Background: an optimization exercise with open tools, aiming at small area, a short achievable clock period and few clock cycles per item. Do not read the settings as production practice. Where RTL was checked, it was by simulation tests only, not by an equivalence proof against the original. Only the layout flow was run in runs 4 and 5; the RTL was not checked for function there.

## flow/design.v (module list and top-level ports; edited modules follow where they fit)
// module mm_pe_mac: 1018 lines
// module mm_pe_booth_rec: 17 lines
// module mm_pe_stream: 213 lines
module mm_pe_stream
#(
  parameter int W         = mm_pe_stream_pkg::PE_W,
  parameter int MAX_WORDS = mm_pe_stream_pkg::PE_MAX_WORDS,
  parameter int CNT_W     = mm_pe_stream_pkg::PE_CNT_W
) (
  input  logic             clk,
  input  logic             rstn,
  input  logic             start,
  input  logic [CNT_W-1:0] n_words,
  input  logic [W-1:0]     x_j,
  input  logic [W-1:0]     m_prime,
  input  logic [W-1:0]     s_hi,
  input  logic             in_valid,
  output logic             in_ready,
  input  logic [W-1:0]     y_i,
  input  logic [W-1:0]     m_i,
  input  logic [W-1:0]     s_i,
  output logic             out_valid,
  input  logic             out_ready,
  output logic [W-1:0]     out_word,
  output logic [W-1:0]     out_top,
  output logic             busy,
  output logic             done,
  output logic             err
);
  // ...
==> flow/run.sh <==
#!/bin/bash
# synth_recipe.tcl (not shown) runs the flow's synth.tcl, then flattens the netlist and writes it again
# the make line also repeats each setting of config.mk as NAME=value (left out here)
make -C /OpenROAD-flow-scripts/flow DESIGN_CONFIG=/design/flow/config.mk WORK_HOME=/design/flow/orfs CLKGATE_MAP_FILE= SYNTH_SCRIPT=/design/flow/synth_recipe.tcl finish
==> flow/config.mk <==
export PLATFORM = sky130hd
export DESIGN_NAME = mm_pe_stream
export DESIGN_NICKNAME = mm_pe_stream
export VERILOG_FILES = /design/flow/design.v
export SDC_FILE = /design/flow/constraint.sdc
export NUM_CORES = 4
export LEC_CHECK = 0
export CAP_MARGIN = 20
export CORE_MARGIN = 2
export CORE_UTILIZATION = 60
export SLEW_MARGIN = 60
==> flow/constraint.sdc <==
create_clock -name core_clock -period 12.5 [get_ports {clk}]
set_input_delay 2.5000 -clock core_clock [delete_from_list [all_inputs] [get_ports {clk}]]
set_output_delay 2.5000 -clock core_clock [all_outputs]
set_load 0.01 [all_outputs]
==> reports/metrics.csv, run 1 <==
stage,metric,value,unit
placement,Setup WS pre-CTS,7.214,ns
cts,post-CTS setup buffer count,0,
final_layout,multi-input gate count,1563,
sta,max-slew violations,0,
detailed_routing,met1 wire length,28680,um
final_layout,Largest regs,"r_rows: 67 flops, r_qb: 48 flops",
cts,Post-CTS Resized,0,
yosys,multiplexer area fraction after synthesis,1.396,%
global_routing,busiest grt layer,met2,
worst_setup_path,r2r worst-path depth,11,
placement,Port Buffers,146,
worst_setup_path,Crit Path Class,in -> reg,
final_layout,Layout area overhead,13.80,%
yosys,fraction of registers with async set or reset after synthesis,9.030,%
sta,final hold violation count,0,
sta,Setup-failing EPs final,0,
worst_hold_path,worst hold path startpoint,r_ir_v$_DFF_PN0_,
worst_setup_path,crit end category,register,
floorplanning,core area,41020,um2
final_layout,FFs & Latches,299,
worst_setup_path,Critical Path Max Stage Delay,0.56,ns
worst_hold_path,worst min path class,reg -> reg,
final_layout,fill count,3174,
floorplanning,Ports,147,
yosys,commonest cells in the netlist,"inv_1 (345), fa_1 (307), a22oi_1 (240)",
final_layout,Largest register FFs,67,
final_layout,clk cell area share,4.101,%
global_routing,pin count of the biggest net entering global routing,36,
final_layout,Final Core Density,69.62,%
cts,H-Tree Depth,2,
cts,CTS tree,done,
floorplanning,die area,43470,um2
global_routing,global-route wire length before repair,112500,um
status,status,timing/DRC/antenna clean,
final_layout,top cell category,multi-input gates,
final_layout,Layout clock buffers,45,
Testbench counts, summed over its fixed seeds: cycles 13,915, words 13,043.
==> inputs of run 2 (changes only) <==
--- a/flow/config.mk
+++ b/flow/config.mk
@@ -7,5 +7,5 @@
 export LEC_CHECK = 0
 export CAP_MARGIN = 20
 export CORE_MARGIN = 2
-export CORE_UTILIZATION = 60
-export SLEW_MARGIN = 60
+export CORE_UTILIZATION = 40
+export SLEW_MARGIN = 80
==> run 2 against run 1 <==
Compared with the run above:
- critical path depth grew 2
- area after synthesis unchanged
- worst hold slack about the same
- clock skew fell by 0.0044 ns
==> reports/metrics.csv, run 2 <==
stage,metric,value,unit,change
worst_setup_path,Critical Path Max Stage Delay,0.60,ns,was 0.56 ns
yosys,commonest cells in the netlist,"inv_1 (345), fa_1 (307), a22oi_1 (240)",,unchanged
global_routing,initial antenna violation count,3,,unchanged
sta,final hold violation count,0,,unchanged
cts,later-pin clock latency in the skew report,0.58,ns,was 0.56 ns
yosys,Mean Syn Cell Area,10.42,um2,unchanged
sta,Tmin final,4.801,ns,was 4.746 ns
final_layout,layout cells sized above 1,16.95,%,was 9.560%
sta,Setup-failing EPs final,0,,unchanged
global_routing,vias in the first global route,20100,,was 19090
detailed_routing,routed vias/inst,5.461,,was 6.095
placement,"Cell Area, Placed",29410,um2,was 27320 um2
global_routing,pin count of the biggest net entering global routing,28,,was 36
status,status,timing/DRC/antenna clean,,unchanged
worst_setup_path,Crit Path Class,in -> reg,,unchanged
final_layout,Top reg by flops,r_rows,,unchanged
yosys,sequential fraction of the synthesis area,30.30,%,unchanged
final_layout,post-route insts no fill,3499,,was 3054
final_layout,Largest regs,"r_rows: 67 flops, r_qb: 48 flops",,unchanged
final_layout,fill count,5440,,was 3174
yosys,"flops & latches, synth",299,,unchanged
detailed_routing,vias post-DR,19110,,was 18620
floorplanning,Ports,147,,unchanged
worst_hold_path,worst min path class,reg -> reg,,unchanged
detailed_routing,initial DRC count,1722,,was 1850
final_layout,Largest register FFs,67,,unchanged
cts,TritonCTS Sinks,299,,unchanged
sta,Max-slew headroom,78.28,%,was 58.85%
final_layout,Final Core Density,50.16,%,was 69.62%
worst_setup_path,Crit Path Max Fanout,6,,unchanged
sta,crit share post-route,38.41,%,was 37.97%
sta,Fin Clk Skew,0.01848,ns,was 0.02291 ns
worst_setup_path,CP max stage cell,clkdlybuf4s50_1,,unchanged
yosys,Syn Nets,2921,,unchanged
worst_setup_path,CP arrival,5.26,ns,was 5.19 ns
sta,hold slack,0.3900,ns,was 0.3898 ns
final_layout,most frequent cells in the layout,"inv_1 (344), fa_1 (306), a22oi_1 (239), xnor2_1 (193)",,"was inv_1 (344), fa_1 (307), a22oi_1 (240), xnor2_1 (215), edfxtp_1 (148)"
yosys,Synth area leader,fa_1,,unchanged
detailed_routing,DRC viols,0,,unchanged
floorplanning,chip height,254.5,um,was 208.5 um
global_routing,GRT overflow,0,,unchanged
cts,total CTS buffers,36,,was 35
cts,post-CTS setup buffer count,0,,unchanged
placement,GP Congestion,0.9051,,was 0.9511
worst_setup_path,CP Cell Sequence,clkdlybuf4s50_1 > nand2_1 > inv_1 > ha_1 > ha_1 > nand2_1 > nor2_1 > nand2_1 > a2111oi_4 > buf_1 > nand2b_1 > a21oi_1 > o32a_1,,was clkdlybuf4s50_1 > nand2_1 > inv_1 > ha_1 > nand2b_1 > o41ai_1 > nand2_1 > a2111oi_2 > nand2b_1 > a21oi_1 > o32a_1
yosys,"count leader, synth",inv_1,,unchanged
yosys,"EDFF count, synth",148,,unchanged
floorplanning,core area,61830,um2,was 41020 um2
yosys,fraction of registers with async set or reset after synthesis,9.030,%,unchanged
cts,clock-pin slew on the worst setup and hold paths,0.06,ns,about the same
sta,RSZ-0062 raised after global routing,no,,unchanged
floorplanning,Row Count,91,,was 74
worst_setup_path,most frequent CP cell,nand2_1,,
cts,hold_buf cts,0,,unchanged
global_routing,global-route wire length before repair,121500,um,was 112500 um
final_layout,post-route cell area,31010,um2,was 28560 um2
job,Maximum Capacitance Violations,0,,unchanged
placement,placed wire-length estimate,63520,um,was 56530 um
cts,CTS max path bufs,3,,unchanged
yosys,Synth warnings,1,,unchanged
placement,Inst Count DP,3413,,was 2986
sta,max-slew violations,0,,unchanged
final_layout,Layout area overhead,23.60,%,was 13.80%
cts,CTS tree,done,,unchanged
placement,Port Buffers,146,,unchanged
cts,Post-CTS Resized,0,,unchanged
cts,Root Buffer,clkbuf_16,,unchanged
floorplanning,Starting Density,40.59,%,was 61.18%
yosys,main flop type after synthesis,edfxtp_1,,unchanged
sta,Max Clk Rate,208.3,MHz,was 210.7 MHz
yosys,Yosys cell types,77,,unchanged
detailed_routing,wire per inst,22.98,um,was 24.19 um
sta,min setup slack post-route,7.699,ns,was 7.754 ns
placement,Setup WS pre-CTS,7.130,ns,was 7.214 ns
worst_setup_path,CP Launch Type,input pin,,unchanged
cts,H-Tree Depth,2,,unchanged
global_routing,total track usage,25.34,%,was 34.69%
final_layout,nets,3146,,was 3007
worst_setup_path,"Req. time, crit path",12.96,ns,was 12.94 ns
floorplanning,chip width,254.5,um,was 208.5 um
sta,setup TNS,0,ns,unchanged
detailed_routing,1st-pass router iterations,5,,unchanged
sta,pin slew with the least headroom to its limit,0.3258,ns,was 0.6128 ns
floorplanning,die area,64750,um2,was 43470 um2
detailed_routing,ANT nets after route,0,,unchanged
yosys,synth top area cells,"fa_1 (24%), edfxtp_1 (18%), dfxtp_1 (9.9%)",,unchanged
worst_setup_path,crit end category,register,,unchanged
yosys,Post-Synthesis Cells,2408,,unchanged
final_layout,"leading cell type in the layout, fill and taps excluded",inv_1,,unchanged
detailed_routing,Post-Route WL,80410,um,was 73880 um
yosys,top cell type's share of synthesized area,24.49,%,unchanged
yosys,synthesized area,25090,um2,unchanged
-- run 2: cell types whose count changed in the layout (fill, tap and decap cells not counted), moves of 22 or more --
| cell | delta |
|---|---|
| buf_2 | +68 |
| buf_4 | -67 |
| clkdlybuf4s18_2 | +54 |
| clkdlybuf4s15_2 | +31 |
| dfxtp_4 | +26 |
| xnor2_1 | -22 |
| xnor2_2 | +22 |
-- run 2: layer usage --
layer	share of wire, %	vias to the layer above	GRT usage [%]
met5	0	-	0
met4	5.0	0	10.92
met3	8.0	215	4.593
met2	50	865	43.67
met1	37	9683	31.14
li1	-	8344	-
-- run 2: layout make-up --
class	count	area, um2	area share [%]
inverter	354	1364	4.397
antenna	1	2.502	0.008068
tap	837	1047	3.377
multi-input combinational	1563	16220	52.29
sequential	299	7724	24.90
timing repair buffer	379	3463	11.17
clock inverter	24	274.0	0.8835
clock buffer	42	923.4	2.977
-- run 2: kinds of logic (layout without fill, tap and decap cells) --
kind of cell	count (synthesis)	after routing	synth area share (%)
compound gates	464	464	13.14
flops	299	299	30.30
buf+inv	546	799	8.252
simple gates	352	352	6.816
xor+xnor	310	310	10.82
fa+ha+maj	403	403	29.28
other cells	0	1	0
mux	34	34	1.396
-- run 2: path summary, 6_finish.rpt --
check | startpoint | to | slack, ns | cells after the start
worst max-delay path | in_valid | r_ph[0]$_DFFE_PN0P_ | 7.70 | 13
worst min-delay path | r_ir_v$_DFF_PN0_ | r_cs_v$_DFF_PN0_ | 0.39 | 0
worst max register to register | r_xd[7]$_DFFE_PP_ | r_rows[54]$_DFF_P_ | 7.89 | 14
worst min register to register | r_ir_v$_DFF_PN0_ | r_cs_v$_DFF_PN0_ | 0.39 | 0
max in group asynchronous | rstn | r_rp[1]$_DFFE_PN0P_ | 9.98 | 2
min in group asynchronous | rstn | r_cr[0]$_DFF_PN0_ | 2.28 | 2
-- run 2: worst max-delay path, delay by kind of cell --
kind | cells | cell delay [ns]
compound gates | 3 | 0.68
fa+ha+maj | 2 | 0.48
buf+inv | 3 | 0.91
simple gates | 5 | 0.70
==> inputs of run 3 (changes only) <==
--- a/flow/config.mk
+++ b/flow/config.mk
@@ -8,4 +8,4 @@
 export CAP_MARGIN = 20
 export CORE_MARGIN = 2
 export CORE_UTILIZATION = 40
-export SLEW_MARGIN = 80
+export SLEW_MARGIN = 20
==> run 3 against run 2 <==
Compared with the run above:
- routed wire length decreased by 2.3%
- clock-buffer cell count rose by 9
- sequential cell count stayed put
- die area unchanged
- first-iteration DRC count increased by 9.4%
- critical endpoint is now r_rows[51]$_DFF_P_
- global-route usage is 0.65 points lower
- core utilization shrank 4.1 points
- worst hold slack lost 0.0095 ns
- via count shrank 3.7%
- setup slack worse by 0.41 ns
==> reports/metrics.csv, run 3 <==
stage,metric,value,unit,change
yosys,synth top area cells,"fa_1 (24%), edfxtp_1 (18%), dfxtp_1 (9.9%)",,unchanged
yosys,Yosys cell types,77,,unchanged
sta,setup TNS,0,ns,unchanged
worst_setup_path,"Req. time, crit path",12.93,ns,was 12.96 ns
yosys,Synth area leader,fa_1,,unchanged
worst_setup_path,CP Cell Sequence,clkinv_1 > xnor2_1 > fa_1 > fa_1 > inv_1 > fa_1 > fa_1 > inv_1 > fa_1 > inv_1 > fa_1,,was clkdlybuf4s50_1 > nand2_1 > inv_1 > ha_1 > ha_1 > nand2_1 > nor2_1 > nand2_1 > a2111oi_4 > buf_1 > nand2b_1 > a21oi_1 > o32a_1
final_layout,Register Area,7602,um2,was 7724 um2
final_layout,layout cells sized above 1,5.684,%,was 16.95%
cts,Post-CTS Resized,0,,unchanged
sta,pin slew with the least headroom to its limit,1.188,ns,was 0.3258 ns
detailed_routing,initial DRC count,1884,,was 1722
yosys,commonest cells in the netlist,"inv_1 (345), fa_1 (307), a22oi_1 (240)",,unchanged
cts,hold_buf cts,0,,unchanged
yosys,XOR/XNOR share of the synthesized area,10.82,%,unchanged
worst_setup_path,Critical Path Max Stage Delay,0.91,ns,was 0.60 ns
placement,placed wire-length estimate,58530,um,was 63520 um
global_routing,vias in the first global route,19090,,was 20100
yosys,Syn Nets,2921,,unchanged
detailed_routing,ANT nets after route,0,,unchanged
yosys,synthesized area,25090,um2,unchanged
global_routing,total track usage,24.70,%,was 25.34%
floorplanning,core area,61830,um2,unchanged
worst_setup_path,Crit Path Class,reg -> reg,,was in -> reg
sta,Setup-failing EPs final,0,,unchanged
cts,H-Tree Depth,2,,unchanged
final_layout,Multi-input gate area,15450,um2,was 16220 um2
worst_setup_path,crit end category,register,,unchanged
worst_setup_path,Crit Path Max Fanout,13,,was 6
job,Maximum Capacitance Violations,0,,unchanged
yosys,Mean Syn Cell Area,10.42,um2,unchanged
yosys,sequential fraction of the synthesis area,30.30,%,unchanged
yosys,post-synthesis compound-gate area fraction,13.14,%,unchanged
final_layout,Layout area overhead,13.45,%,was 23.60%
floorplanning,Row Count,91,,unchanged
placement,Port Buffers,146,,unchanged
worst_setup_path,CP arrival,5.64,ns,was 5.26 ns
final_layout,fill count,5713,,was 5440
cts,Root Buffer,clkbuf_16,,unchanged
global_routing,initial antenna violation count,5,,was 3
worst_setup_path,CP Launch Type,register,,was input pin
final_layout,Top reg by flops,r_rows,,unchanged
floorplanning,chip height,254.5,um,unchanged
yosys,fraction of registers with async set or reset after synthesis,9.030,%,unchanged
yosys,multiplexer area fraction after synthesis,1.396,%,unchanged
cts,total CTS buffers,36,,unchanged
yosys,"flops & latches, synth",299,,unchanged
cts,later-pin clock latency in the skew report,0.58,ns,about the same
sta,Fin Clk Skew,0.02783,ns,was 0.01848 ns
sta,Tmin final,5.212,ns,was 4.801 ns
cts,post-CTS setup buffer count,0,,unchanged
floorplanning,chip width,254.5,um,unchanged
sta,Max Clk Rate,191.9,MHz,was 208.3 MHz
yosys,top cell type's share of synthesized area,24.49,%,unchanged
yosys,Post-Synth Simple-Gate Area,6.816,%,unchanged
yosys,main flop type after synthesis,edfxtp_1,,unchanged
sta,Max-slew headroom,20.71,%,was 78.28%
final_layout,Largest register FFs,67,,unchanged
worst_setup_path,CP max stage cell,clkinv_1,,was clkdlybuf4s50_1
global_routing,GRT overflow,0,,unchanged
cts,TritonCTS Sinks,299,,unchanged
yosys,Post-Synthesis Cells,2408,,unchanged
cts,clock-pin slew on the worst setup and hold paths,0.06,ns,about the same
sta,max-slew violations,0,,unchanged
sta,RSZ-0062 raised after global routing,no,,unchanged
worst_setup_path,most frequent CP cell,fa_1,,was nand2_1
yosys,main combinational cell family by area after synthesis,adder cells,,unchanged
yosys,"count leader, synth",inv_1,,unchanged
detailed_routing,vias post-DR,18390,,was 19110
final_layout,nets,2948,,was 3146
global_routing,global-route wire length before repair,117900,um,was 121500 um
cts,CTS tree,done,,unchanged
detailed_routing,Post-Route WL,78530,um,was 80410 um
global_routing,pin count of the biggest net entering global routing,36,,was 28
floorplanning,Ports,147,,unchanged
yosys,"EDFF count, synth",148,,unchanged
sta,crit share post-route,41.70,%,was 38.41%
final_layout,most frequent cells in the layout,"inv_1 (345), fa_1 (307), a22oi_1 (240), xnor2_1 (218), edfxtp_1 (148)",,"was inv_1 (344), fa_1 (306), a22oi_1 (239), xnor2_1 (193)"
final_layout,Largest regs,"r_rows: 67 flops, r_qb: 48 flops",,unchanged
detailed_routing,DRC viols,0,,unchanged
detailed_routing,routed vias/inst,5.568,,was 5.461
yosys,Synth warnings,1,,unchanged
detailed_routing,wire per inst,23.78,um,was 22.98 um
worst_hold_path,worst min path class,reg -> reg,,unchanged
floorplanning,die area,64750,um2,unchanged
status,status,timing/DRC/antenna clean,,unchanged
final_layout,"leading cell type in the layout, fill and taps excluded",inv_1,,unchanged
sta,hold slack,0.3805,ns,was 0.3900 ns
yosys,Adder-Cell Fraction of Synth Area,29.28,%,unchanged
detailed_routing,1st-pass router iterations,7,,was 5
floorplanning,Starting Density,40.59,%,unchanged
placement,GP Congestion,0.9051,,unchanged
sta,final hold violation count,0,,unchanged
cts,CTS max path bufs,3,,unchanged
[run 3: cell counts after synthesis]
No cell type changed its count.
[run 3: logic make-up (layout without fill, tap and decap cells)]
logic type	after synthesis	after routing
AO/OA/AOI/OAI	464	464
XOR/XNOR	310	310
flip-flops	299	299
AND/OR/NAND/NOR	352	352
multiplexers	34	34
adder cells (fa/ha/maj)	403	403
other	0	3
buffers and inverters	546	601
[run 3: area by class of cell]
cell class | count | share of cell area [%]
antenna | 3 | 0.02637
clock buffer | 51 | 3.648
clock inverter | 15 | 0.9318
inverter | 354 | 4.668
multi-input combinational | 1563 | 54.29
sequential | 299 | 26.71
tap | 837 | 3.679
timing repair buffer | 181 | 6.057
[run 3: final timing paths]
path                       depth (start not counted)                   to  slack [ns]          startpoint
min in group asynchronous                          2  r_rp[1]$_DFFE_PN0P_        2.31                rstn
setup / recovery                                  11   r_rows[51]$_DFF_P_        7.29  r_xd[22]$_DFFE_PP_
hold reg to reg                                    0     r_cs_v$_DFF_PN0_        0.38    r_ir_v$_DFF_PN0_
max in group asynchronous                          2  r_cs_k[1]$_DFF_PN0_        9.92                rstn
setup reg to reg                                  11   r_rows[51]$_DFF_P_        7.29  r_xd[22]$_DFFE_PP_
hold / removal                                     0     r_cs_v$_DFF_PN0_        0.38    r_ir_v$_DFF_PN0_
[run 3: routing by layer]
| metal | global-route usage, % | routed length, um | vias up | share of wire (%) |
|---|---|---|---|---|
| li1 | - | - | 7951 | - |
| met1 | 30.72 | 29560 | 9436 | 38 |
| met2 | 41.69 | 39180 | 823 | 50 |
| met3 | 5.032 | 6325 | 182 | 8.1 |
| met4 | 10.62 | 3469 | 0 | 4.4 |
| met5 | 0 | 0 | - | 0 |
[run 3: per-stage QoR]
| step | std cells | setup slack, ns | util, % | area [um2] |
|---|---|---|---|---|
| 6_report | 3303 | 7.288 | 46.04 | 28470 |
| 3_3_place_gp | 3234 | 6.834 | 43.91 | 27150 |
| 2_1_floorplan | 2408 | 7.679 | - | 25090 |
| 4_1_cts | 3300 | 7.273 | 46.03 | 28460 |
| 5_1_grt | 3303 | 7.071 | 46.04 | 28470 |
| 3_5_place_dp | 3234 | 6.687 | 43.92 | 27160 |
[run 3: worst max-delay path: cells and delay by family (launching register included)]
family | cells | cell delay (ns)
xor gates and xnor gates | 1 | 0.50
adders and majority gates | 6 | 2.68
buffers and inverters | 4 | 1.13
DFF | 1 | 0.75
==> module mm_pe_stream, before the edit <==
module mm_pe_stream
#(
  parameter int W         = mm_pe_stream_pkg::PE_W,
  parameter int MAX_WORDS = mm_pe_stream_pkg::PE_MAX_WORDS,
  parameter int CNT_W     = mm_pe_stream_pkg::PE_CNT_W
) (
  input  logic             clk,
  input  logic             rstn,
  input  logic             start,
  input  logic [CNT_W-1:0] n_words,
  input  logic [W-1:0]     x_j,
  input  logic [W-1:0]     m_prime,
  input  logic [W-1:0]     s_hi,
  input  logic             in_valid,
  output logic             in_ready,
  input  logic [W-1:0]     y_i,
  input  logic [W-1:0]     m_i,
  input  logic [W-1:0]     s_i,
  output logic             out_valid,
  input  logic             out_ready,
  output logic [W-1:0]     out_word,
  output logic [W-1:0]     out_top,
  output logic             busy,
  output logic             done,
  output logic             err
);
  localparam int SW = mm_pe_stream_pkg::PE_SUM_W;
  localparam int CW = mm_pe_stream_pkg::PE_CARRY_W;
  logic [2:0]       r_ph;
  logic             r_busy, r_done, r_err;
  logic             r_irdy;         
  logic             r_room;         
  logic [2:0]       r_cr;           
  logic             r_first;        
  logic [CNT_W-1:0] r_cnt;          
  logic [24:0]      r_xd;           
  logic [24:0]      r_qd;           
  logic [W-1:0]     r_top;          
  logic             r_ir_v, r_cs_v;
  logic [2:0]       r_ir_k, r_cs_k;
  logic [W-1:0]     r_y, r_m, r_s;
  logic [2*SW-1:0]  r_rows;
  logic [CW-1:0]    r_c;
  logic             r_ov;
  logic [W-1:0]     r_out;
  logic [W-1:0]     r_qb [3];
  logic [1:0]       r_qn, r_wp, r_rp;
  logic [2*SW-1:0]  w_rows;
  logic [SW-1:0]    w_t;
  logic [24:0]      w_rec;
  mm_pe_mac u_mac (
    .i_xd   (r_xd),
    .i_qd   (r_qd),
    .i_y    (r_y),
    .i_m    (r_m),
    .i_s    (r_s),
    .o_rows (w_rows)
  );
  assign w_t = r_rows[SW-1:0] + r_rows[2*SW-1:SW] + SW'(r_c);
  mm_pe_booth_rec u_rec (
    .i_v (r_ph == mm_pe_stream_pkg::PH_IDLE ? m_prime : w_t[W-1:0]),
    .o_d (w_rec)
  );
  logic [24:0] w_xrec;
  mm_pe_booth_rec u_xrec (
    .i_v (x_j),
    .o_d (w_xrec)
  );
  logic w_start, w_legal, w_take, w_pop, w_push, w_ins_f, w_cap_t, w_sel_t;
  logic w_cs_q, w_cs_w0, w_cs_f;
  logic [2:0] w_cr_n;
  logic [CNT_W-1:0] w_cnt_n;
  assign w_legal = (n_words != '0) && (n_words <= CNT_W'(MAX_WORDS));
  assign w_start = start && (r_ph == mm_pe_stream_pkg::PH_IDLE);
  assign w_take  = in_valid && r_irdy;
  assign w_pop   = r_ov && out_ready;
  assign w_cap_t = (r_ph == mm_pe_stream_pkg::PH_P1) && in_valid;
  assign w_ins_f = (r_ph == mm_pe_stream_pkg::PH_FL) && r_room;
  assign w_sel_t = r_cs_v && (r_cs_k == mm_pe_stream_pkg::K_T);
  assign w_cs_q  = r_cs_v && (r_cs_k == mm_pe_stream_pkg::K_Q);
  assign w_cs_w0 = r_cs_v && (r_cs_k == mm_pe_stream_pkg::K_W0);
  assign w_cs_f  = r_cs_v && (r_cs_k == mm_pe_stream_pkg::K_F);
  assign w_push  = r_cs_v && ((r_cs_k == mm_pe_stream_pkg::K_W) || (r_cs_k == mm_pe_stream_pkg::K_F));
  assign w_cr_n  = r_cr + 3'((w_take && !r_first) || w_ins_f) - 3'(w_pop);
  assign w_cnt_n = r_cnt - CNT_W'(w_take);
  assign in_ready  = r_irdy;
  assign out_valid = r_ov;
  assign out_word  = r_out;
  assign out_top   = r_top;
  assign busy      = r_busy;
  assign done      = r_done;
  assign err       = r_err;
  always_ff @(posedge clk or negedge rstn) begin
    if (!rstn) begin
      r_ph    <= mm_pe_stream_pkg::PH_IDLE;
      r_busy  <= 1'b0;
      r_done  <= 1'b0;
      r_err   <= 1'b0;
      r_irdy  <= 1'b0;
      r_room  <= 1'b0;
      r_cr    <= '0;
      r_first <= 1'b0;
      r_ir_v  <= 1'b0;
      r_cs_v  <= 1'b0;
      r_ir_k  <= mm_pe_stream_pkg::K_T;
      r_cs_k  <= mm_pe_stream_pkg::K_T;
    end else begin
      r_done <= 1'b0;
      r_err  <= 1'b0;
      r_irdy <= 1'b0;
      r_cr   <= w_cr_n;
      r_room <= (w_cr_n != 3'd4);
      r_cs_v <= r_ir_v;
      r_cs_k <= r_ir_k;
      r_ir_v <= 1'b0;
      if (w_take) r_first <= 1'b0;
      if (w_sel_t) begin
        r_ir_v <= 1'b1;
        r_ir_k <= mm_pe_stream_pkg::K_Q;
      end else if (w_cap_t) begin
        r_ir_v <= 1'b1;
        r_ir_k <= mm_pe_stream_pkg::K_T;
      end else if (w_ins_f) begin
        r_ir_v <= 1'b1;
        r_ir_k <= mm_pe_stream_pkg::K_F;
      end else if (w_take) begin
        r_ir_v <= 1'b1;
        r_ir_k <= r_first ? mm_pe_stream_pkg::K_W0 : mm_pe_stream_pkg::K_W;
      end
      case (r_ph)
        mm_pe_stream_pkg::PH_IDLE: begin
          if (start) begin
            if (w_legal) begin
              r_busy  <= 1'b1;
              r_first <= 1'b1;
              r_ph    <= mm_pe_stream_pkg::PH_P1;
            end else begin
              r_err <= 1'b1;
            end
          end
        end
        mm_pe_stream_pkg::PH_P1: begin
          if (in_valid) r_ph <= mm_pe_stream_pkg::PH_PQ;
        end
        mm_pe_stream_pkg::PH_PQ: begin
          if (r_ir_v && (r_ir_k == mm_pe_stream_pkg::K_Q)) begin
            r_irdy <= 1'b1;
            r_ph   <= mm_pe_stream_pkg::PH_RUN;
          end
        end
        mm_pe_stream_pkg::PH_RUN: begin
          if (w_cnt_n == '0) begin
            r_ph <= mm_pe_stream_pkg::PH_FL;
          end else begin
            r_irdy <= (w_cr_n != 3'd4);
          end
        end
        mm_pe_stream_pkg::PH_FL: begin
          if (r_room) r_ph <= mm_pe_stream_pkg::PH_END;
        end
        mm_pe_stream_pkg::PH_END: begin
          if (w_cr_n == 3'd0) begin
            r_done <= 1'b1;
            r_busy <= 1'b0;
            r_ph   <= mm_pe_stream_pkg::PH_IDLE;
          end
        end
        default: r_ph <= mm_pe_stream_pkg::PH_IDLE;
      endcase
    end
  end
  always_ff @(posedge clk) begin
    if (w_start && w_legal) begin
      r_xd  <= w_xrec;
      r_top <= s_hi;
      r_c   <= '0;
    end
    if (w_start && w_legal) r_cnt <= n_words;
    else                    r_cnt <= w_cnt_n;
    if ((w_start && w_legal) || w_cs_q) r_qd <= w_rec;
    r_y <= (w_sel_t || w_ins_f) ? '0 : y_i;
    r_m <= w_sel_t ? w_t[W-1:0] : ((r_ph == mm_pe_stream_pkg::PH_P1 || w_ins_f) ? '0 : m_i);
    r_s <= w_ins_f ? r_top : (w_sel_t ? '0 : s_i);
    r_rows <= w_rows;
    if (w_cs_w0 || w_push) r_c <= w_t[SW-1:W];
    if (w_cs_f) r_top <= w_t[2*W-1:W];
  end
  logic w_free, w_buf_in;
  assign w_free   = !r_ov || w_pop;
  assign w_buf_in = w_push && (!w_free || (r_qn != 2'd0));
  always_ff @(posedge clk or negedge rstn) begin
    if (!rstn) begin
      r_ov <= 1'b0;
      r_qn <= '0;
      r_wp <= '0;
      r_rp <= '0;
    end else begin
      if (w_free) begin
        r_ov <= (r_qn != 2'd0) || w_push;
        if (r_qn != 2'd0) r_rp <= (r_rp == 2'd2) ? 2'd0 : r_rp + 2'd1;
      end
      if (w_buf_in) r_wp <= (r_wp == 2'd2) ? 2'd0 : r_wp + 2'd1;
      r_qn <= r_qn + 2'(w_buf_in) - 2'(w_free && (r_qn != 2'd0));
    end
  end
  always_ff @(posedge clk) begin
    if (w_free) begin
      if (r_qn != 2'd0) r_out <= r_qb[r_rp];
      else if (w_push)  r_out <= w_t[W-1:0];
    end
    if (w_buf_in) r_qb[r_wp] <= w_t[W-1:0];
  end
endmodule
==> inputs of run 4 (changes only) <==
--- a/flow/design.v
+++ b/flow/design.v
@@ -1101,6 +1101,8 @@
   logic [2*SW-1:0]  w_rows;
   logic [SW-1:0]    w_t;
   logic [24:0]      w_rec;
+  logic             w_idle;
+  assign w_idle = (r_ph == mm_pe_stream_pkg::PH_IDLE);
   mm_pe_mac u_mac (
     .i_xd   (r_xd),
     .i_qd   (r_qd),
@@ -1111,7 +1113,7 @@
   );
   assign w_t = r_rows[SW-1:0] + r_rows[2*SW-1:SW] + SW'(r_c);
   mm_pe_booth_rec u_rec (
-    .i_v (r_ph == mm_pe_stream_pkg::PH_IDLE ? m_prime : w_t[W-1:0]),
+    .i_v (w_idle ? m_prime : w_t[W-1:0]),
     .o_d (w_rec)
   );
   logic [24:0] w_xrec;
@@ -1223,14 +1225,14 @@
     end
   end
   always_ff @(posedge clk) begin
-    if (w_start && w_legal) begin
-      r_xd  <= w_xrec;
-      r_top <= s_hi;
-      r_c   <= '0;
+    if (w_idle) begin
+      r_xd <= w_xrec;
+      r_c  <= '0;
     end
-    if (w_start && w_legal) r_cnt <= n_words;
-    else                    r_cnt <= w_cnt_n;
-    if ((w_start && w_legal) || w_cs_q) r_qd <= w_rec;
+    if (w_start && w_legal) r_top <= s_hi;
+    if (w_idle) r_cnt <= n_words;
+    else        r_cnt <= w_cnt_n;
+    if (w_idle || w_cs_q) r_qd <= w_rec;
     r_y <= (w_sel_t || w_ins_f) ? '0 : y_i;
     r_m <= w_sel_t ? w_t[W-1:0] : ((r_ph == mm_pe_stream_pkg::PH_P1 || w_ins_f) ? '0 : m_i);
     r_s <= w_ins_f ? r_top : (w_sel_t ? '0 : s_i);
@@ -1261,6 +1263,6 @@
       if (r_qn != 2'd0) r_out <= r_qb[r_rp];
       else if (w_push)  r_out <= w_t[W-1:0];
     end
-    if (w_buf_in) r_qb[r_wp] <= w_t[W-1:0];
+    if (w_push) r_qb[r_wp] <= w_t[W-1:0];
   end
 endmodule
--- a/flow/config.mk
+++ b/flow/config.mk
@@ -7,5 +7,5 @@
 export LEC_CHECK = 0
 export CAP_MARGIN = 20
 export CORE_MARGIN = 2
-export CORE_UTILIZATION = 40
-export SLEW_MARGIN = 20
+export CORE_UTILIZATION = 60
+export SLEW_MARGIN = 60
==> run 4 against run 3 <==
Compared with the run above:
- still clean
- synthesized cell count is 1.9% higher
- via count increased by 1.6%
- die area decreased by 33%
- sequential share of layout area is 0.15 points higher
- clock skew shrank 0.0042 ns
- setup slack gained 0.52 ns
==> reports/metrics.csv, run 4 <==
stage,metric,value,unit,change
status,status,timing/DRC/antenna clean,,unchanged
yosys,"flops & latches, synth",299,,unchanged
worst_setup_path,Crit Path Class,in -> reg,,was reg -> reg
worst_hold_path,worst min path class,reg -> reg,,unchanged
sta,Tmin final,4.691,ns,was 5.212 ns
yosys,sequential fraction of the synthesis area,30.16,%,was 30.30%
detailed_routing,wire per inst,24.07,um,was 23.78 um
yosys,main flop type after synthesis,edfxtp_1,,unchanged
yosys,Yosys cell types,78,,was 77
sta,Max Clk Rate,213.2,MHz,was 191.9 MHz
global_routing,pin count of the biggest net entering global routing,52,,was 36
worst_setup_path,"delay-heaviest family, CP",simple AND/OR/NAND/NOR gates,,was adder cells
cts,post-CTS setup buffer count,0,,unchanged
yosys,Syn Nets,2967,,was 2921
detailed_routing,Post-Route WL,74230,um,was 78530 um
global_routing,global-route wire length before repair,114200,um,was 117900 um
placement,Setup WS pre-CTS,7.255,ns,was 6.687 ns
yosys,Post-Synthesis Cells,2454,,was 2408
yosys,"count leader, synth",inv_1,,unchanged
sta,setup TNS,0,ns,unchanged
sta,max-slew violations,0,,unchanged
floorplanning,core area,41670,um2,was 61830 um2
yosys,commonest cells in the netlist,"inv_1 (342), fa_1 (307), a22oi_1 (240)",,"was inv_1 (345), fa_1 (307), a22oi_1 (240)"
placement,Port Buffers,146,,unchanged
worst_setup_path,CP Cell Sequence,clkdlybuf4s50_1 > nand2_1 > o21bai_1 > ha_1 > inv_1 > fa_1 > xnor2_1 > xnor2_1 > nor3_1 > nand2b_1 > a21oi_1 > o32a_1,,was clkinv_1 > xnor2_1 > fa_1 > fa_1 > inv_1 > fa_1 > fa_1 > inv_1 > fa_1 > inv_1 > fa_1
sta,Setup-failing EPs final,0,,unchanged
final_layout,Largest regs,"r_rows: 67 flops, r_qb: 48 flops",,unchanged
cts,CTS tree,done,,unchanged
yosys,synth top area cells,"fa_1 (24%), edfxtp_1 (18%), dfxtp_1 (9.8%)",,"was fa_1 (24%), edfxtp_1 (18%), dfxtp_1 (9.9%)"
detailed_routing,ANT nets after route,0,,unchanged
cts,hold_buf cts,0,,unchanged
cts,CTS max path bufs,3,,unchanged
detailed_routing,DRC viols,0,,unchanged
final_layout,layout cells sized above 1,8.998,%,was 5.684%
floorplanning,Row Count,75,,was 91
worst_setup_path,Crit Path Max Fanout,6,,was 13
final_layout,most frequent cells in the layout,"inv_1 (342), fa_1 (307), a22oi_1 (240), xnor2_1 (218), nand2_1 (190)",,"was inv_1 (345), fa_1 (307), a22oi_1 (240), xnor2_1 (218), edfxtp_1 (148)"
floorplanning,chip width,209.0,um,was 254.5 um
final_layout,Top reg by flops,r_rows,,unchanged
worst_setup_path,crit end category,register,,unchanged
detailed_routing,1st-pass router iterations,6,,was 7
yosys,Synth area leader,fa_1,,unchanged
yosys,"EDFF count, synth",148,,unchanged
cts,Post-CTS Resized,0,,unchanged
floorplanning,Starting Density,60.51,%,was 40.59%
cts,Root Buffer,clkbuf_16,,unchanged
global_routing,total track usage,34.94,%,was 24.70%
sta,pin slew with the least headroom to its limit,0.6434,ns,was 1.188 ns
worst_setup_path,most frequent CP cell,xnor2_1,,was fa_1
final_layout,Final Core Density,68.36,%,was 46.04%
worst_setup_path,Critical Path Max Stage Delay,0.56,ns,was 0.91 ns
worst_setup_path,CP arrival,5.13,ns,was 5.64 ns
worst_setup_path,CP Launch Type,input pin,,was register
worst_setup_path,Worst Path Buf+Inv,2,,was 4
final_layout,Antenna diodes,0,,was 3
cts,total CTS buffers,34,,was 36
yosys,Mean Syn Cell Area,10.27,um2,was 10.42 um2
cts,clock-pin slew on the worst setup and hold paths,0.06,ns,about the same
worst_setup_path,CP max stage cell,clkdlybuf4s50_1,,was clkinv_1
floorplanning,chip height,209.0,um,was 254.5 um
sta,hold slack,0.3896,ns,was 0.3805 ns
sta,RSZ-0062 raised after global routing,no,,unchanged
sta,final hold violation count,0,,unchanged
detailed_routing,initial DRC count,1932,,was 1884
final_layout,"leading cell type in the layout, fill and taps excluded",inv_1,,unchanged
job,Maximum Capacitance Violations,0,,unchanged
placement,placed wire-length estimate,57370,um,was 58530 um
yosys,Synth warnings,1,,unchanged
detailed_routing,vias post-DR,18680,,was 18390
global_routing,initial antenna violation count,2,,was 5
final_layout,fill count,3236,,was 5713
cts,later-pin clock latency in the skew report,0.56,ns,was 0.58 ns
placement,GP Congestion,1.037,,was 0.9051
yosys,synthesized area,25210,um2,was 25090 um2
floorplanning,die area,43670,um2,was 64750 um2
yosys,fraction of registers with async set or reset after synthesis,9.030,%,unchanged
sta,crit share post-route,37.53,%,was 41.70%
worst_setup_path,Reg2Reg Setup Slack,7.86,ns,was 7.29 ns
final_layout,Layout area overhead,12.97,%,was 13.45%
final_layout,Largest register FFs,67,,unchanged
sta,Max-slew headroom,56.65,%,was 20.71%
final_layout,nets,3033,,was 2948
sta,Fin Clk Skew,0.02362,ns,was 0.02783 ns
global_routing,GRT overflow,0,,unchanged
detailed_routing,routed vias/inst,6.058,,was 5.568
cts,H-Tree Depth,2,,unchanged
sta,min setup slack post-route,7.809,ns,was 7.288 ns
worst_setup_path,"Req. time, crit path",12.94,ns,was 12.93 ns
cts,TritonCTS Sinks,299,,unchanged
yosys,top cell type's share of synthesized area,24.38,%,was 24.49%
global_routing,vias in the first global route,19580,,was 19090
floorplanning,Ports,147,,unchanged
==> run 4: layout make-up <==
type                       count  area, um2  area share, %
multi-input combinational   1606      15620          54.85
sequential                   299       7650          26.86
timing repair buffer         228       2105          7.389
inverter                     351       1328          4.661
clock buffer                  46      925.9          3.251
tap                          539      674.4          2.368
clock inverter                15      177.7         0.6238
==> run 4: through the flow <==
step                area (um2)  instances
floorplan                25210       2454
global placement         26780       2967
detailed placement       27320       3018
CTS                      28420       3079
global route             28480       3084
finish                   28480       3084
==> run 4: cells by family (layout without fill, tap and decap cells) <==
group           count (synthesis)  after routing  share of synthesized area [%]
buf+inv                       549            640                          8.417
compound gates                458            458                          12.73
flops                         299            299                          30.16
xor+xnor                      315            315                          11.00
simple gates                  402            402                          7.301
mux                            28             28                          1.251
fa+ha+maj                     403            403                          29.14
==> run 4: layer usage <==
layer	track usage (%)	share of wire (%)	vias up
met5	0	0.015	-
met4	16.85	5.6	2
met3	9.363	11	237
met2	55.43	46	1050
met1	44.79	38	9279
li1	-	-	8116
==> run 4: final timing paths <==
kind,from,end,cells past startpoint
max,in_valid,r_ph[0]$_DFFE_PN0P_,12
min,r_ir_v$_DFF_PN0_,r_cs_v$_DFF_PN0_,0
max reg2reg,r_xd[19]$_DFFE_PP_,r_rows[54]$_DFF_P_,11
min reg2reg,r_ir_v$_DFF_PN0_,r_cs_v$_DFF_PN0_,0
max in group asynchronous,rstn,r_rp[0]$_DFFE_PN0P_,1
min in group asynchronous,rstn,r_err$_DFF_PN0_,1
==> run 4: worst reg2reg max path, stage by stage, from the launching register on <==
cell      delay (ns)
edfxtp_1        0.67
clkinv_2        0.54
xnor2_1         0.40
fa_1            0.45
fa_1            0.50
inv_1           0.05
fa_1            0.46
fa_1            0.42
inv_1           0.10
fa_1            0.43
inv_1           0.08
fa_1            0.40
==> inputs of run 5 (changes only) <==
--- a/flow/config.mk
+++ b/flow/config.mk
@@ -5,7 +5,7 @@
 export SDC_FILE = /design/flow/constraint.sdc
 export NUM_CORES = 4
 export LEC_CHECK = 0
-export CAP_MARGIN = 20
+export CAP_MARGIN = 50
 export CORE_MARGIN = 2
 export CORE_UTILIZATION = 60
-export SLEW_MARGIN = 60
+export SLEW_MARGIN = 80
==> run 5 against run 4 <==
Compared with the run above:
- routed wire length is 2.0% higher
- core utilization is 4.2 points higher
- largest cell class unchanged
- synthesized cell count stayed put
- area after synthesis stayed put
- critical path type is now reg -> reg
==> reports/metrics.csv, run 5 <==
stage,metric,value,unit,change
yosys,fraction of registers with async set or reset after synthesis,9.030,%,unchanged
sta,setup TNS,0,ns,unchanged
final_layout,Largest register FFs,67,,unchanged
final_layout,Largest regs,"r_rows: 67 flops, r_qb: 48 flops",,unchanged
floorplanning,die area,43670,um2,unchanged
yosys,"flops & latches, synth",299,,unchanged
final_layout,most frequent cells in the layout,"inv_1 (342), fa_1 (306), a22oi_1 (240), nand2_1 (190), xnor2_1 (189)",,"was inv_1 (342), fa_1 (307), a22oi_1 (240), xnor2_1 (218), nand2_1 (190)"
worst_setup_path,Crit Path Max Fanout,6,,unchanged
global_routing,pin count of the biggest net entering global routing,39,,was 52
yosys,Yosys cell types,78,,unchanged
cts,total CTS buffers,34,,unchanged
cts,TritonCTS Sinks,299,,unchanged
floorplanning,core area,41670,um2,unchanged
sta,max-slew violations,0,,unchanged
worst_hold_path,worst hold path startpoint,r_ir_v$_DFF_PN0_,,unchanged
yosys,top cell type's share of synthesized area,24.38,%,unchanged
worst_setup_path,crit end category,register,,unchanged
detailed_routing,wire per inst,23.55,um,was 24.07 um
yosys,synthesized area,25210,um2,unchanged
cts,hold_buf cts,0,,unchanged
worst_setup_path,Critical Path Start,r_xd[6]$_DFFE_PP_,,was in_valid
placement,Setup WS pre-CTS,7.277,ns,was 7.255 ns
detailed_routing,ANT nets after route,0,,unchanged
yosys,synth top area cells,"fa_1 (24%), edfxtp_1 (18%), dfxtp_1 (9.8%)",,unchanged
sta,pin slew with the least headroom to its limit,0.3380,ns,was 0.6434 ns
worst_setup_path,CP arrival,5.13,ns,about the same
cts,Root Buffer,clkbuf_16,,unchanged
global_routing,GRT overflow,0,,unchanged
sta,Fin Clk Skew,0.01527,ns,was 0.02362 ns
worst_setup_path,Crit Path Class,reg -> reg,,was in -> reg
floorplanning,Starting Density,60.51,%,unchanged
sta,min setup slack post-route,7.789,ns,was 7.809 ns
floorplanning,chip height,209.0,um,unchanged
floorplanning,Ports,147,,unchanged
floorplanning,chip width,209.0,um,unchanged
final_layout,Top reg by flops,r_rows,,unchanged
yosys,"count leader, synth",inv_1,,unchanged
yosys,Post-Synthesis Cells,2454,,unchanged
sta,Tmin final,4.711,ns,was 4.691 ns
cts,CTS max path bufs,3,,unchanged
final_layout,fill count,2966,,was 3236
sta,Max Clk Rate,212.3,MHz,was 213.2 MHz
placement,placed wire-length estimate,59490,um,was 57370 um
sta,final hold violation count,0,,unchanged
sta,Setup-failing EPs final,0,,unchanged
sta,RSZ-0062 raised after global routing,no,,unchanged
final_layout,Final Core Density,72.59,%,was 68.36%
worst_setup_path,Worst R2R Start,r_xd[6]$_DFFE_PP_,,was r_xd[19]$_DFFE_PP_
cts,H-Tree Depth,2,,unchanged
final_layout,Layout area overhead,19.96,%,was 12.97%
yosys,Syn Nets,2967,,unchanged
yosys,sequential fraction of the synthesis area,30.16,%,unchanged
detailed_routing,Post-Route WL,75710,um,was 74230 um
detailed_routing,initial DRC count,2041,,was 1932
yosys,Synth area leader,fa_1,,unchanged
yosys,Mean Syn Cell Area,10.27,um2,unchanged
worst_setup_path,"Req. time, crit path",12.92,ns,was 12.94 ns
detailed_routing,routed vias/inst,5.965,,was 6.058
job,Maximum Capacitance Violations,0,,unchanged
detailed_routing,1st-pass router iterations,6,,unchanged
placement,GP Congestion,1.037,,unchanged
cts,Post-CTS Resized,0,,unchanged
cts,clock-pin slew on the worst setup and hold paths,0.06,ns,about the same
global_routing,total track usage,35.32,%,was 34.94%
detailed_routing,vias post-DR,19180,,was 18680
detailed_routing,DRC viols,0,,unchanged
yosys,Synth warnings,1,,unchanged
sta,crit share post-route,37.69,%,was 37.53%
cts,CTS tree,done,,unchanged
final_layout,"leading cell type in the layout, fill and taps excluded",inv_1,,unchanged
yosys,"EDFF count, synth",148,,unchanged
yosys,commonest cells in the netlist,"inv_1 (342), fa_1 (307), a22oi_1 (240)",,unchanged
global_routing,global-route wire length before repair,115600,um,was 114200 um
placement,Port Buffers,146,,unchanged
worst_hold_path,worst min path class,reg -> reg,,unchanged
global_routing,vias in the first global route,19920,,was 19580
final_layout,layout cells sized above 1,16.03,%,was 8.998%
cts,later-pin clock latency in the skew report,0.55,ns,was 0.56 ns
status,status,timing/DRC/antenna clean,,unchanged
cts,post-CTS setup buffer count,0,,unchanged
final_layout,Antenna diodes,0,,unchanged
floorplanning,Row Count,75,,unchanged
global_routing,initial antenna violation count,5,,was 2
sta,Max-slew headroom,77.47,%,was 56.65%
yosys,main flop type after synthesis,edfxtp_1,,unchanged
worst_setup_path,CP Launch Type,register,,was input pin
final_layout,nets,3164,,was 3033
-- run 5: cell counts after synthesis --
Identical to the previous run, type by type.
-- run 5: logic make-up (layout without fill, tap and decap cells) --
logic type / Yosys count / after routing / share of synthesized area [%]
buffers and inverters: 549 / 771 / 8.417
flip-flops: 299 / 299 / 30.16
adder cells (fa/ha/maj): 403 / 403 / 29.14
multiplexers: 28 / 28 / 1.251
AND/OR/NAND/NOR: 402 / 402 / 7.301
XOR/XNOR: 315 / 315 / 11.00
AO/OA/AOI/OAI: 458 / 458 / 12.73
-- run 5: area by class of cell --
cell class	count	area (um2)	share of cell area (%)
Clock buffer	52	958.4	3.169
Clock inverter	9	98.84	0.3268
Inverter	351	1354	4.476
Multi-Input combinational cell	1606	16260	53.78
Sequential cell	299	7737	25.58
Tap cell	539	674.4	2.230
Timing Repair Buffer	359	3157	10.44
-- run 5: final timing paths --
| check | to | slack [ns] | cells after the start |
|---|---|---|---|
| worst max-delay path | r_rows[48]$_DFF_P_ | 7.79 | 15 |
| worst min-delay path | r_cs_v$_DFF_PN0_ | 0.41 | 0 |
| worst max register to register | r_rows[48]$_DFF_P_ | 7.79 | 15 |
| worst min register to register | r_cs_v$_DFF_PN0_ | 0.41 | 0 |
| max in group asynchronous | r_rp[1]$_DFFE_PN0P_ | 10.45 | 1 |
| min in group asynchronous | r_err$_DFF_PN0_ | 1.82 | 1 |
-- run 5: per-layer routing --
metal	GRT usage, %	vias up	wire length, um
met5	0	-	13
met2	56.90	1041	35210
met4	16.90	2	3959
met3	7.109	238	7253
li1	-	8380	-
met1	46.19	9515	29270
-- run 5: stage by stage --
stage	std cells	hold slack, ns	instance area, um2
2_1_floorplan	2454	0.3539	25210
3_3_place_gp	2967	0.3679	26780
3_5_place_dp	3146	0.3761	28940
4_1_cts	3207	0.4051	30000
5_1_grt	3215	0.4142	30240
6_report	3215	0.4147	30240
-- run 5: critical path, cell delays in order, from the launching register on --
cell             delay, ns
edfxtp_1              0.46
buf_2                 0.21
buf_2                 0.16
a22oi_1               0.20
clkdlybuf4s50_1       0.58
xnor2_2               0.11
ha_1                  0.32
inv_1                 0.07
fa_1                  0.53
inv_1                 0.05
fa_1                  0.47
inv_1                 0.05
fa_1                  0.37
fa_1                  0.49
inv_1                 0.05
fa_1                  0.46

## static timing again, ports no longer ideal
In the flow no input, the clock included, has a driving cell. The finished layouts below were timed again as built, in two steps. Step 1 sets driving cells, clkbuf_16 on the clock port and buf_2 on the other inputs (assumed; they add their load-dependent delay and slew). Step 2 moves the port delays by t, midway between the first and last clock arrival at a register: inputs arrive t later, outputs are due t later. That takes back most of the time a late clock gives input paths. a / b / c = ideal / step 1 / step 2; a / b = the first two.
| run | shift t [ns] | slack for setup (ns) | worst setup path after step 2 | slew at the worst register clock pin (ns) |
|---|---|---|---|---|
| run 1 | 0.608 | 7.754 / 7.790 / 7.182 | input to register | 0.07 / 0.07 |
| run 2 | 0.638 | 7.699 / 7.731 / 7.093 | input to register | 0.06 / 0.06 |
| run 3 | 0.620 | 7.288 / 7.288 / 6.721 | input to register | 0.06 / 0.06 |
| run 4 | 0.611 | 7.809 / 7.849 / 7.239 | input to register | 0.07 / 0.07 |
| run 5 | 0.603 | 7.789 / 7.789 / 7.245 | input to register | 0.06 / 0.06 |
After both steps setup and hold are still met in every run listed. For run 2, which loses most, drivers alone change the setup slack by +0.032 ns; drivers and shift together by -0.606 ns.
